From an optimization exercise on the open Yosys and OpenROAD flow, aimed at small area, a short achievable clock period and few clock cycles; shortcuts taken in it are not production practice.
At most, simulation tests tie the RTL to the original design; equivalence was not proved.

// edge_midpoint_subdivider
module edge_midpoint_subdivider (
  input  wire logic                      clk_i,
  input  wire logic                      rst_ni,
  input  wire logic                      cfg_we_i,
  input  wire logic [DELTA_W-1:0]        cfg_wdata_i,
  input  wire logic                      edge_valid_i,
  output logic                           edge_ready_o,
  input  wire logic signed [COORD_W-1:0] edge_start_x_i,
  input  wire logic signed [COORD_W-1:0] edge_start_y_i,
  input  wire logic signed [COORD_W-1:0] edge_end_x_i,
  input  wire logic signed [COORD_W-1:0] edge_end_y_i,
  output logic                           point_valid_o,
  input  wire logic                      point_ready_i,
  output logic signed [POINT_W-1:0]      point_x_o,
  output logic signed [POINT_W-1:0]      point_y_o,
  output logic                           point_last_o,
  output logic                           point_capped_o
);
Size in the first run: ~2300 cells after synthesis, roughly 480 flip-flops, ~150 I/O pins.
==> module edge_midpoint_subdivider, before the edit <==
module edge_midpoint_subdivider (
  input  wire logic                      clk_i,
  input  wire logic                      rst_ni,
  input  wire logic                      cfg_we_i,
  input  wire logic [DELTA_W-1:0]        cfg_wdata_i,
  input  wire logic                      edge_valid_i,
  output logic                           edge_ready_o,
  input  wire logic signed [COORD_W-1:0] edge_start_x_i,
  input  wire logic signed [COORD_W-1:0] edge_start_y_i,
  input  wire logic signed [COORD_W-1:0] edge_end_x_i,
  input  wire logic signed [COORD_W-1:0] edge_end_y_i,
  output logic                           point_valid_o,
  input  wire logic                      point_ready_i,
  output logic signed [POINT_W-1:0]      point_x_o,
  output logic signed [POINT_W-1:0]      point_y_o,
  output logic                           point_last_o,
  output logic                           point_capped_o
);
  logic [DELTA_W-1:0] delta_q;
  always_ff @(posedge clk_i or negedge rst_ni) begin
    if (!rst_ni) begin
      delta_q <= DELTA_RESET;
    end else if (cfg_we_i) begin
      delta_q <= cfg_wdata_i;
    end
  end
  logic a_v, b_v, b_ph, c_v, c_lp, e_v;
  logic a_mv, b_load, b_mv, c_done, c_hand, fire;
  logic fit;
  logic [DEPTH_W-1:0] c_k;
  logic e_last;
  logic c_ok, c_hand0, c_hand1, b_mv0, b_mv1;
  assign fire    = e_v & point_ready_i;
  assign c_done  = fit | (c_k == DEPTH_W'(MAX_DEPTH));
  assign c_ok    = c_v & ~c_lp & c_done;
  assign c_hand0 = c_ok & ~e_v;              
  assign c_hand1 = c_ok & e_v & e_last;      
  assign c_hand  = c_hand0 | (c_hand1 & point_ready_i);
  assign b_mv0   = b_v & b_ph & (~c_v | c_hand0);
  assign b_mv1   = b_v & b_ph & c_hand1;
  assign b_mv    = b_mv0 | (b_mv1 & point_ready_i);
  assign b_load = ~b_v | b_mv;
  assign a_mv   = a_v & b_load;
  assign edge_ready_o = ~a_v;
  always_ff @(posedge clk_i or negedge rst_ni) begin
    if (!rst_ni) begin
      a_v  <= 1'b0;
      b_v  <= 1'b0;
      b_ph <= 1'b0;
      c_v  <= 1'b0;
      c_lp <= 1'b0;
      e_v  <= 1'b0;
    end else begin
      a_v <= a_v ? ~a_mv : edge_valid_i;
      if (b_load) begin
        b_v  <= a_v;
        b_ph <= 1'b0;
      end else if (b_v) begin
        b_ph <= 1'b1;
      end
      if (b_mv) begin
        c_v <= 1'b1;
      end else if (c_hand) begin
        c_v <= 1'b0;
      end
      c_lp <= b_mv;
      if (c_hand) begin
        e_v <= 1'b1;
      end else if (fire & e_last) begin
        e_v <= 1'b0;
      end
    end
  end
  logic signed [COORD_W-1:0] a_sx, a_sy, a_ex, a_ey;
  always_ff @(posedge clk_i) begin
    if (!a_v) begin
      a_sx <= edge_start_x_i;
      a_sy <= edge_start_y_i;
      a_ex <= edge_end_x_i;
      a_ey <= edge_end_y_i;
    end
  end
  logic signed [DIFF_W-1:0]  a_dx, a_dy;
  logic signed [DIFF_W-1:0]  b_dx, b_dy;
  logic signed [COORD_W-1:0] b_sx, b_sy;
  assign a_dx = DIFF_W'(a_ex) - DIFF_W'(a_sx);
  assign a_dy = DIFF_W'(a_ey) - DIFF_W'(a_sy);
  always_ff @(posedge clk_i) begin
    if (b_load) begin
      b_sx <= a_sx;
      b_sy <= a_sy;
      b_dx <= a_dx;
      b_dy <= a_dy;
    end
  end
  logic signed [DIFF_W-1:0] sq_op;
  assign sq_op = b_ph ? b_dy : b_dx;
  logic [SUM_W-1:0] sq_s, sq_c, s1_q, c1_q;
  logic            q_x;
  ems_sq_tree u_sq (
    .d   (sq_op),
    .s_o (sq_s),
    .c_o (sq_c)
  );
  always_ff @(posedge clk_i) begin
    s1_q <= sq_s;
    c1_q <= sq_c;
  end
  always_ff @(posedge clk_i or negedge rst_ni) begin
    if (!rst_ni) begin
      q_x <= 1'b0;
    end else begin
      q_x <= b_v & ~b_ph & ~b_load;
    end
  end
  logic [SUM_W-1:0] acc_q;
  logic [SUM_W-1:0] r3_s, r3_c;
  logic [SUM_W-1:0] sum2;
  assign r3_s = acc_q ^ s1_q ^ c1_q;
  assign r3_c = (acc_q & s1_q) | (acc_q & c1_q) | (s1_q & c1_q);
  assign sum2 = r3_s + {r3_c[SUM_W-2:0], 1'b0};
  always_ff @(posedge clk_i) begin
    if (q_x) begin
      acc_q <= sum2;
    end else if (c_lp || !b_v) begin
      acc_q <= '0;
    end
  end
  logic signed [COORD_W-1:0] c_sx, c_sy;
  logic signed [STEP_W-1:0]  c_stx, c_sty;
  logic [SUM_W-1:0]          c_l;
  logic                      c_st;
  ems_cmp_le u_fit (
    .a    ({{(DELTA_W - SUM_W){1'b0}}, c_l, c_st}),
    .b    ({delta_q, 1'b0}),
    .le_o (fit)
  );
  always_ff @(posedge clk_i) begin
    if (b_mv) begin
      c_sx  <= b_sx;
      c_sy  <= b_sy;
      c_stx <= {b_dx, {EXTRA_FRAC{1'b0}}};
      c_sty <= {b_dy, {EXTRA_FRAC{1'b0}}};
    end else if (c_v && !c_lp && !c_done) begin
      c_stx <= c_stx >>> 1;
      c_sty <= c_sty >>> 1;
    end
  end
  always_ff @(posedge clk_i or negedge rst_ni) begin
    if (!rst_ni) begin
      c_k <= '0;
    end else if (b_mv) begin
      c_k <= '0;
    end else if (c_v && !c_lp && !c_done) begin
      c_k <= c_k + DEPTH_W'(1);
    end
  end
  always_ff @(posedge clk_i) begin
    if (c_lp) begin
      c_l  <= sum2;
      c_st <= 1'b0;
    end else if (c_v && !c_done) begin
      c_l  <= c_l >> 2;
      c_st <= c_st | c_l[1] | c_l[0];
    end
  end
  logic signed [POINT_W-1:0] px_q, py_q, stx_q, sty_q;
  logic signed [POINT_W-1:0] nstx, nsty, npx, npy;
  logic [REM_W-1:0]          rem_q;
  logic                      cap_q;
  assign nstx = c_stx[POINT_W-1:0];
  assign nsty = c_sty[POINT_W-1:0];
  assign npx  = {c_sx, {EXTRA_FRAC{1'b0}}} + nstx;
  assign npy  = {c_sy, {EXTRA_FRAC{1'b0}}} + nsty;
  always_ff @(posedge clk_i) begin
    if (c_hand) begin
      px_q  <= npx;
      py_q  <= npy;
      stx_q <= nstx;
      sty_q <= nsty;
      rem_q <= REM_W'((1 << c_k) - 1);
      cap_q <= ~fit;
    end else if (fire) begin
      px_q  <= px_q + stx_q;
      py_q  <= py_q + sty_q;
      rem_q <= rem_q - REM_W'(1);
    end
  end
  always_ff @(posedge clk_i or negedge rst_ni) begin
    if (!rst_ni) begin
      e_last <= 1'b0;
    end else if (c_hand) begin
      e_last <= (c_k == '0);
    end else if (fire) begin
      e_last <= (rem_q == REM_W'(1));
    end
  end
  assign point_valid_o  = e_v;
  assign point_x_o      = px_q;
  assign point_y_o      = py_q;
  assign point_last_o   = e_last;
  assign point_capped_o = cap_q;
endmodule
clock: 9.0 ns
lec_check: 0
cap_margin: 20
core_margin: 2
core_utilization: 55
cts_buf_list: sky130_fd_sc_hd__clkbuf_8
place_density: 0.75
setup_slack_margin: 5
slew_margin: 20
standard.sh (not shown) runs the stock make flow with config.mk's settings and CLKGATE_MAP_FILE= SYNTH_SCRIPT=/design/flow/synth_recipe.tcl, a recipe that flattens the netlist after the stock synthesis.
==> flow/flow/run.sh <==
#!/bin/bash
# The standard layout, with the ports buffered by buf_4 rather than the
# flow's default pick, and repair_timing aiming for a larger setup margin.
set -euo pipefail
bash standard.sh SETUP_SLACK_MARGIN=5.7 "BUFFER_PORTS_ARGS=-buffer_cell sky130_fd_sc_hd__buf_4" finish > standard_make.log 2>&1
Change:
--- a/flow/design.v
+++ b/flow/design.v
@@ -604,28 +604,29 @@
       a_ex <= edge_end_x_i;
       a_ey <= edge_end_y_i;
     end
   end
   logic signed [DIFF_W-1:0]  a_dx, a_dy;
-  logic signed [DIFF_W-1:0]  b_dx, b_dy;
+  logic signed [DIFF_W-1:0]  b_dx, b_dy;    
   logic signed [COORD_W-1:0] b_sx, b_sy;
   assign a_dx = DIFF_W'(a_ex) - DIFF_W'(a_sx);
   assign a_dy = DIFF_W'(a_ey) - DIFF_W'(a_sy);
   always_ff @(posedge clk_i) begin
     if (b_load) begin
       b_sx <= a_sx;
       b_sy <= a_sy;
       b_dx <= a_dx;
       b_dy <= a_dy;
+    end else if (!b_ph) begin
+      b_dx <= b_dy;
+      b_dy <= b_dx;
     end
   end
-  logic signed [DIFF_W-1:0] sq_op;
-  assign sq_op = b_ph ? b_dy : b_dx;
   logic [SUM_W-1:0] sq_s, sq_c, s1_q, c1_q;
   logic            q_x;
   ems_sq_tree u_sq (
-    .d   (sq_op),
+    .d   (b_dx),
     .s_o (sq_s),
     .c_o (sq_c)
   );
   always_ff @(posedge clk_i) begin
     s1_q <= sq_s;
@@ -662,12 +663,12 @@
   );
   always_ff @(posedge clk_i) begin
     if (b_mv) begin
       c_sx  <= b_sx;
       c_sy  <= b_sy;
-      c_stx <= {b_dx, {EXTRA_FRAC{1'b0}}};
-      c_sty <= {b_dy, {EXTRA_FRAC{1'b0}}};
+      c_stx <= {b_dy, {EXTRA_FRAC{1'b0}}};
+      c_sty <= {b_dx, {EXTRA_FRAC{1'b0}}};
     end else if (c_v && !c_lp && !c_done) begin
       c_stx <= c_stx >>> 1;
       c_sty <= c_sty >>> 1;
     end
   end
Effect: The changed run completed with no timing, DRC or antenna violations. Wire length fell by a few percent. Via count fell by a few percent. Final cell count fell slightly. Cell area fell by a few percent. Die area rose slightly. Non-clock buffer count fell by 98. Global-route usage fell by 0.18 points. Critical path depth fell by 3. Worst setup slack improves by 0.29 ns.
Testbench counts after the change, summed over its fixed seeds: cycles 16,976.
No functional check of the RTL was part of the first run of this note.

==> port drivers added, routing unchanged <==
Ports are ideal in the flow. The routed layouts listed here were re-timed in OpenROAD.
Step 1: set_driving_cell puts a clkbuf_16 on clk_i and a buf_2 on each other input, an assumption about the parent block.
Step 2 also shifts input and output timing later by t, the mid clock arrival at the registers, as if the neighbouring blocks saw the same clock.
a / b / c = no drivers / after step 1 / after step 2; a / b = the first two.
| run | shift t [ns] | setup slack, ns | worst setup path after step 2 | clock arrival spread, ns | cell pins on the clock port's net |
|---|---|---|---|---|---|
| the first run | 0.730 | 5.462 / 5.462 / 5.462 | register to register | 0.045 / 0.045 | 1 |
| the second run | 0.708 | 5.754 / 5.728 / 5.398 | input to register | 0.028 / 0.028 | 1 |
After both steps every run listed still meets setup and hold. The setup slack of the second run, which loses most, moves by -0.026 ns with the drivers and by -0.356 ns with both steps.
